Context: an optimization exercise on an open-source flow, tuned for small area, a short achievable clock period and few clock cycles. The choices shown serve that exercise and are no tape-out recipe.
The RTL was checked by simulation tests, not by an equivalence proof against the original design.

### flow/run.sh
#!/bin/bash
# synth_recipe.tcl (not shown) runs the flow's synth.tcl, then flattens the netlist and writes it again
# the make line also repeats each setting of config.mk as NAME=value (left out here)
make -C /OpenROAD-flow-scripts/flow DESIGN_CONFIG=/design/flow/config.mk WORK_HOME=/design/flow/orfs CLKGATE_MAP_FILE= SYNTH_SCRIPT=/design/flow/synth_recipe.tcl finish
### flow/config.mk
export PLATFORM = sky130hd
export DESIGN_NAME = screlu_output_dot_product_core
export DESIGN_NICKNAME = screlu_output_dot_product_core
export VERILOG_FILES = /design/flow/design.v
export SDC_FILE = /design/flow/constraint.sdc
export NUM_CORES = 4
export LEC_CHECK = 0
export CAP_MARGIN = 20
export CORE_MARGIN = 2
export CORE_UTILIZATION = 40
export SLEW_MARGIN = 20
### flow/constraint.sdc
create_clock -name core_clock -period 8.5 [get_ports {clk}]
set_input_delay 1.7000 -clock core_clock [delete_from_list [all_inputs] [get_ports {clk}]]
set_output_delay 1.7000 -clock core_clock [all_outputs]
set_load 0.01 [all_outputs]
### flow/design.v
package scrod_pkg;
    localparam int QA_LIMIT_DEF    = 255;
    localparam int QB_SCALE_DEF    = 64;
    localparam int OUT_SCALE_DEF   = 400;
    localparam int NUM_BUCKETS_DEF = 8;
    localparam int ACT_W     = 16;
    localparam int WGT_W     = 8;
    localparam int BKT_W     = 3;
    localparam int SUM_W     = 32;
    localparam int EVAL_W    = 32;
    localparam int CFG_IDX_W = 3;
    localparam int CFG_DAT_W = 32;
endpackage
module scrod_div255 (
    input  logic [31:0] x,
    output logic [24:0] q,    
    output logic [7:0]  r     
);
    logic       s;
    logic [7:0] r3, r2, r1, r0;
    logic [7:0] q2, q1, q0;
    function automatic logic [16:0] dstep(input logic [7:0] rin, input logic [7:0] d);
        logic [8:0] s0, s1;
        logic       c;
        s0 = {1'b0, rin} + {1'b0, d};
        s1 = {1'b0, rin} + {1'b0, d} + 9'd1;
        c  = s1[8];
        dstep = {c ? s1[7:0] : s0[7:0], rin + {7'd0, c}, c};
    endfunction
    logic [16:0] st2, st1, st0;
    assign s   = x[31];
    assign r3  = x[31:24] - {7'd0, s};
    assign st2 = dstep(r3, x[23:16]);
    assign r2  = st2[16:9];
    assign q2  = st2[8:1];
    assign st1 = dstep(r2, x[15:8]);
    assign r1  = st1[16:9];
    assign q1  = st1[8:1];
    assign st0 = dstep(r1, x[7:0]);
    assign r0  = st0[16:9];
    assign q0  = st0[8:1];
    assign q = {s, q2, q1, q0};
    assign r = r0;
endmodule
module screlu_output_dot_product_core #(
    parameter int QA_LIMIT    = scrod_pkg::QA_LIMIT_DEF,
    parameter int QB_SCALE    = scrod_pkg::QB_SCALE_DEF,
    parameter int OUT_SCALE   = scrod_pkg::OUT_SCALE_DEF,
    parameter int NUM_BUCKETS = scrod_pkg::NUM_BUCKETS_DEF
) (
    input  logic                                clk,
    input  logic                                rst_n,
    input  logic                                push,
    output logic                                full,
    input  logic signed [scrod_pkg::ACT_W-1:0]  activation,
    input  logic signed [scrod_pkg::WGT_W-1:0]  weight,
    input  logic [scrod_pkg::BKT_W-1:0]         bucket,
    input  logic                                last,
    output logic                                empty,
    input  logic                                pop,
    output logic signed [scrod_pkg::EVAL_W-1:0] eval,
    input  logic                                cfg_we,
    input  logic [scrod_pkg::CFG_IDX_W-1:0]     cfg_index,
    input  logic [scrod_pkg::CFG_DAT_W-1:0]     cfg_data
);
    localparam int NMAX = 4;
    logic       full_reg;
    logic [2:0] n_reg;           
    logic       accept;
    logic       popd;
    logic [2:0] n_next;
    assign accept = push && !full_reg;
    assign full   = full_reg;
    logic       v0_reg;
    logic [7:0] c0_reg;
    logic [7:0] w0_reg;
    logic [2:0] b0_reg;
    logic       l0_reg;
    logic [7:0] clamped;
    assign clamped = activation[15]      ? 8'd0 :
                     (|activation[14:8]) ? 8'hFF : activation[7:0];
    always_ff @(posedge clk)
    begin
        c0_reg <= clamped;
        w0_reg <= weight;
        b0_reg <= bucket;
        l0_reg <= last;
    end
    logic        v1_reg;
    logic [23:0] p1_reg;
    logic [2:0]  b1_reg;
    logic        l1_reg;
    logic [15:0] square;
    logic signed [16:0] square_s;
    logic signed [7:0]  weight_s;
    logic signed [23:0] product;
    assign square   = c0_reg * c0_reg;
    assign square_s = {1'b0, square};
    assign weight_s = w0_reg;
    assign product  = square_s * weight_s;
    always_ff @(posedge clk)
    begin
        p1_reg <= v0_reg ? product : 24'd0;
        b1_reg <= b0_reg;
        l1_reg <= l0_reg;
    end
    logic [31:0] acc_reg;        
    logic        clo_reg;        
    logic        j2_reg;         
    logic [2:0]  b2_reg;
    logic [31:0] acc_base;
    assign acc_base = clo_reg ? 32'd0 : acc_reg;
    always_ff @(posedge clk)
    begin
        acc_reg <= acc_base + {{8{p1_reg[23]}}, p1_reg};
        b2_reg  <= b1_reg;
    end
    logic [31:0] bias_reg [8];
    logic [7:0]  bval_reg;       
    always_ff @(posedge clk)
    begin
        if (cfg_we)
            bias_reg[cfg_index] <= cfg_data;
    end
    logic        bv1_reg;
    logic [32:0] t1_reg;
    logic        adv1;
    logic        adv2;
    logic [24:0] qa;
    logic [7:0]  ra;
    logic        cin_a;
    logic [31:0] bsel;
    logic [32:0] t_calc;
    scrod_div255 u_div_a (
        .x (acc_reg),
        .q (qa),
        .r (ra)
    );
    assign cin_a  = acc_reg[31] && (ra != 8'd0);
    assign bsel   = bval_reg[b2_reg] ? bias_reg[b2_reg] : 32'd0;
    assign t_calc = {{8{qa[24]}}, qa} + {bsel[31], bsel} + {32'd0, cin_a};
    always_ff @(posedge clk)
    begin
        if (adv1)
            t1_reg <= t_calc;
    end
    logic        bv2_reg;
    logic [23:0] m2_reg;
    logic [4:0]  g2_reg;
    logic [24:0] qb;
    logic [7:0]  rb;
    logic        tneg;
    logic [12:0] gv;
    logic [8:0]  gs1;
    logic [8:0]  gk9;
    logic [4:0]  g_calc;
    scrod_div255 u_div_b (
        .x ({t1_reg[32], t1_reg[32:2]}),
        .q (qb),
        .r (rb)
    );
    assign tneg = t1_reg[32];
    always_comb
    begin
        case ({tneg, t1_reg[1:0]})
            3'b000: gk9 = 9'd0;
            3'b001: gk9 = 9'd6;
            3'b010: gk9 = 9'd12;
            3'b011: gk9 = 9'd18;
            3'b100: gk9 = 9'd254;
            3'b101: gk9 = 9'd261;
            3'b110: gk9 = 9'd267;
            default: gk9 = 9'd273;
        endcase
    end
    assign gv     = 13'd25 * {5'd0, rb} + {4'd0, gk9};
    assign gs1    = {4'd0, gv[12:8]} + {1'b0, gv[7:0]} + 9'd1;
    assign g_calc = gv[12:8] + {4'd0, gs1[8]};
    always_ff @(posedge clk)
    begin
        if (adv2)
        begin
            m2_reg <= qb[23:0];
            g2_reg <= g_calc;
        end
    end
    logic        o0v_reg;
    logic        o1v_reg;
    logic [26:0] o0_reg;
    logic [26:0] o1_reg;
    logic [26:0] e_calc;
    logic        land;
    assign e_calc = {{3{m2_reg[23]}}, m2_reg} * 27'd25 + {22'd0, g2_reg};
    assign popd = pop && o0v_reg;
    assign land = bv2_reg && !o1v_reg;
    assign adv2 = !bv2_reg || !o1v_reg;
    assign adv1 = !bv1_reg || adv2;
    always_ff @(posedge clk)
    begin
        if (o1v_reg)
        begin
            if (popd)
                o0_reg <= o1_reg;
        end
        else if (o0v_reg && !popd)
        begin
            if (land)
                o1_reg <= e_calc;
        end
        else
        begin
            if (land)
                o0_reg <= e_calc;
        end
    end
    assign n_next = n_reg + {2'd0, accept && last} - {2'd0, popd};
    always_ff @(posedge clk or negedge rst_n)
    begin
        if (!rst_n)
        begin
            full_reg <= 1'b0;
            n_reg    <= 3'd0;
            v0_reg   <= 1'b0;
            v1_reg   <= 1'b0;
            clo_reg  <= 1'b1;
            j2_reg   <= 1'b0;
            bval_reg <= 8'd0;
            bv1_reg  <= 1'b0;
            bv2_reg  <= 1'b0;
            o0v_reg  <= 1'b0;
            o1v_reg  <= 1'b0;
        end
        else
        begin
            full_reg <= (n_next >= 3'(NMAX));
            n_reg    <= n_next;
            v0_reg   <= accept;
            v1_reg   <= v0_reg;
            if (v1_reg)
                clo_reg <= l1_reg;
            j2_reg   <= v1_reg && l1_reg;
            if (cfg_we)
                bval_reg[cfg_index] <= 1'b1;
            if (adv1)
                bv1_reg <= j2_reg;
            if (adv2)
                bv2_reg <= bv1_reg;
            if (o1v_reg)
            begin
                if (popd)
                    o1v_reg <= 1'b0;
            end
            else if (o0v_reg && !popd)
            begin
                if (land)
                    o1v_reg <= 1'b1;
            end
            else
                o0v_reg <= land;
        end
    end
    assign empty = !o0v_reg;
    assign eval  = {{5{o0_reg[26]}}, o0_reg};
endmodule
==> qor.yml <==
status: "complete, but fails checks"
failed_checks: "setup timing"
slowest_delay_ns: 0.53
clock_latency_ns: 0.64
fmax_ghz: 0.0875
rows: 105
die_y_um: 292
critPathMostFrequentCell: "ha_4"
hold_end: "b1_reg[1]"
r2r_slack_ns: -2.93
dieArea_um2: 85100
worstReg2RegEnd: "g2_reg[4]"
die_x_um: 292
cts_buffers: 53
portBuffers: 101
coreArea_um2: 82100
num-fill-cells: 7009
routed_via_density: 5.04
antenna_left: 0
yosysSeqAreaShare: 0.402
worstPathRequired_ns: 8.84
drt-total-wl_um: 72900
dpl_worst_slack_ns: -3.16
cts_hold_buffers: 0
final_nets: 4011
largest_reg_flops: 256
fin_crit_sh: 1.34
path_clk_slew_ns: 0.06
antenna_found_initial: 2
route.detailed.drc: 0
worst_path_dominant_cell_family: "adder cells"
drt_iter0_markers: 1023
ys_types: 101
setup_viol: 34
grt_pass1_wl_um: 121000
synth_top_family_by_area: "adder cells"
avgSynthCellArea_um2: 11.5
via_count: 23000
synthesis.area_um2: 33100
synth-compound-area-share: 0.0957
grt_overflow: 0
synthMuxAreaShare: 0.0685
holdCritPathClass: "flip-flop to flip-flop"
critical_path_class: "flip-flop to flip-flop"
register_area_um2: 13300
h-tree-depth: 2
netlist.area_leader.share: 0.337
period_minus_slack_ns: 11.43
synth_area_leaders: "edfxtp_1 34%, ha_1 13%, fa_1 8.9%, dfxtp_1 5.0%, mux4_2 4.5%"
synth_common_cells: "372 x edfxtp_1, 362 x inv_1, 344 x ha_1"
start_kind: "flip-flop"
multiInputGateArea_um2: 20200
r2r-start: "t1_reg[32]"
cap_violations: 0
num_antenna_cells: 0
drive_above_1_share: 0.279
grt_setup_unrepaired: "yes"
hold_path_depth: 0
synth_xor_area_frac: 0.0610
clockBufferDepth: 3
synthAdderAreaFrac: 0.219
clock-root-buffer: "clkbuf_16"
ys_ff_latch: 474
setup_ws_ns: -2.93
synth_edf_count: 372
slew-limit-headroom: 0.317
async_flop_share: 0.0401
reg2regPathDepth: 57
grt_max_degree: 44
worstPathArrival_ns: 11.77
grt_use_total: 0.172
synth.most_common_cell: "edfxtp_1"
dr.pass1.iters: 5
grt_pass1_vias: 24500
crit_fanout: 4
avgRoutedWirePerCell_um: 16.0
post-route-util: 0.517
area_growth_pct: 28.2
yosysWarnings: 2
maxSlewViolCount: 0
synth_nets: 3450
synth-simple-area-share: 0.106
hpwl_um: 53600
critPathCaptureType: "flip-flop"
cts_tree: "done"
path_buf_inv: 8
synth_cells: 2891
finalHoldViolations: 0
gp_congestion: 0.853
synth_ff_type: "edfxtp_1"
cts.sinks: 474
netlist.top_cell.by_area: "edfxtp_1"
io_pins: 102
cpMaxStageDelayCell: "fa_1"
start_util: 0.404
worst_pin_slew_ns: 1.02
min-delay-start: "b0_reg[1]"
fin_skew_ns: 0.0563
## metrics by stage
stage | hold slack [ns] | area, um^2 | TNS (ns) | std cells
floorplan | 0.310 | 33700 | -26.66 | 2891
global placement | 0.312 | 38600 | -40.23 | 4376
detailed placement | 0.320 | 38600 | -47.44 | 4376
CTS | 0.317 | 41300 | -28.51 | 4529
global route | 0.329 | 42500 | -47.87 | 4565
finish | 0.324 | 42500 | -33.39 | 4565
## what timing repair did
item / CTS / global route
pin swaps: 75 / 121
resized for setup: 117 / 167
setup buffers: 58 / 45
setup endpoints to repair: 37 / 44
## cells by family after synthesis
logic type,after synthesis
xor+xnor,224
compound gates,478
simple gates,670
fa+ha+maj,492
flops,474
buf+inv,414
mux,139
## area by class of cell
| type | count | area share |
|---|---|---|
| Tap cell | 1070 | 0.0315 |
| Inverter | 363 | 0.0323 |
| Clock buffer | 64 | 0.0322 |
| Multi-Input combinational cell | 2003 | 0.475 |
| Sequential cell | 474 | 0.314 |
| Clock inverter | 34 | 0.00790 |
| Timing Repair Buffer | 557 | 0.107 |
## worst max path at each step
stage | slack (ns) | end | startpoint | cells past startpoint
global route | -3.49 | g2_reg[4] | t1_reg[26] | 58
CTS | -2.84 | g2_reg[4] | t1_reg[32] | 58
detailed placement | -3.16 | g2_reg[4] | t1_reg[32] | 57
floorplan | -2.80 | g2_reg[4] | t1_reg[32] | 55
global placement | -2.72 | g2_reg[4] | t1_reg[26] | 56
finish | -2.93 | g2_reg[4] | t1_reg[32] | 57
## cell usage in the layout (no fill, tap or decap), types with 33 or more instances in the layout
cell             count
clkdlybuf4s50_1    101
and2_1             108
xnor2_2             33
nand3_1             37
clkbuf_16           53
ha_4                39
dfxtp_1             71
a21o_1              83
xor2_1              63
xnor2_1            108
nand2b_1            37
nor2b_1             47
edfxtp_1           372
inv_1              335
ha_1               298
mux4_2              66
nor2_1             138
o21ai_0             52
fa_1               138
a21oi_1            107
nand2_1            113
buf_4              424
mux2i_1             33
## layer usage
layer	up-vias	GRT usage	wire length, um
li1	11300	-	-
met1	11200	0.220	32400
met2	330	0.307	36400
met3	115	0.0224	2500
met4	4	0.0441	1580
met5	-	0	26
Testbench counts, summed over its fixed seeds: cycles 37,112.

==> port drivers added, routing unchanged <==
The results above use ideal ports. As a check the final layout listed here was re-extracted and re-timed, cells and wires unchanged. Step 1: set_driving_cell puts a clkbuf_16 on clk and a buf_2 on each other input, an assumption about the parent block. Step 2 moves the port delays by t, midway between the first and last clock arrival at a register: inputs arrive t later, outputs are due t later. That takes back most of the time a late clock gives input paths. Three values: ideal ports, drivers, drivers and shift; two values: the first two.
t, ns: 0.675
setup WS [ns]: -2.930 / -2.930 / -2.930
worst setup path after step 2: register to register
clock arrival spread, ns: 0.057 / 0.057
worst slew at a driven data input, ns: 0.08
For this run, drivers alone change the setup slack by 0.000 ns; drivers and shift together by 0.000 ns.
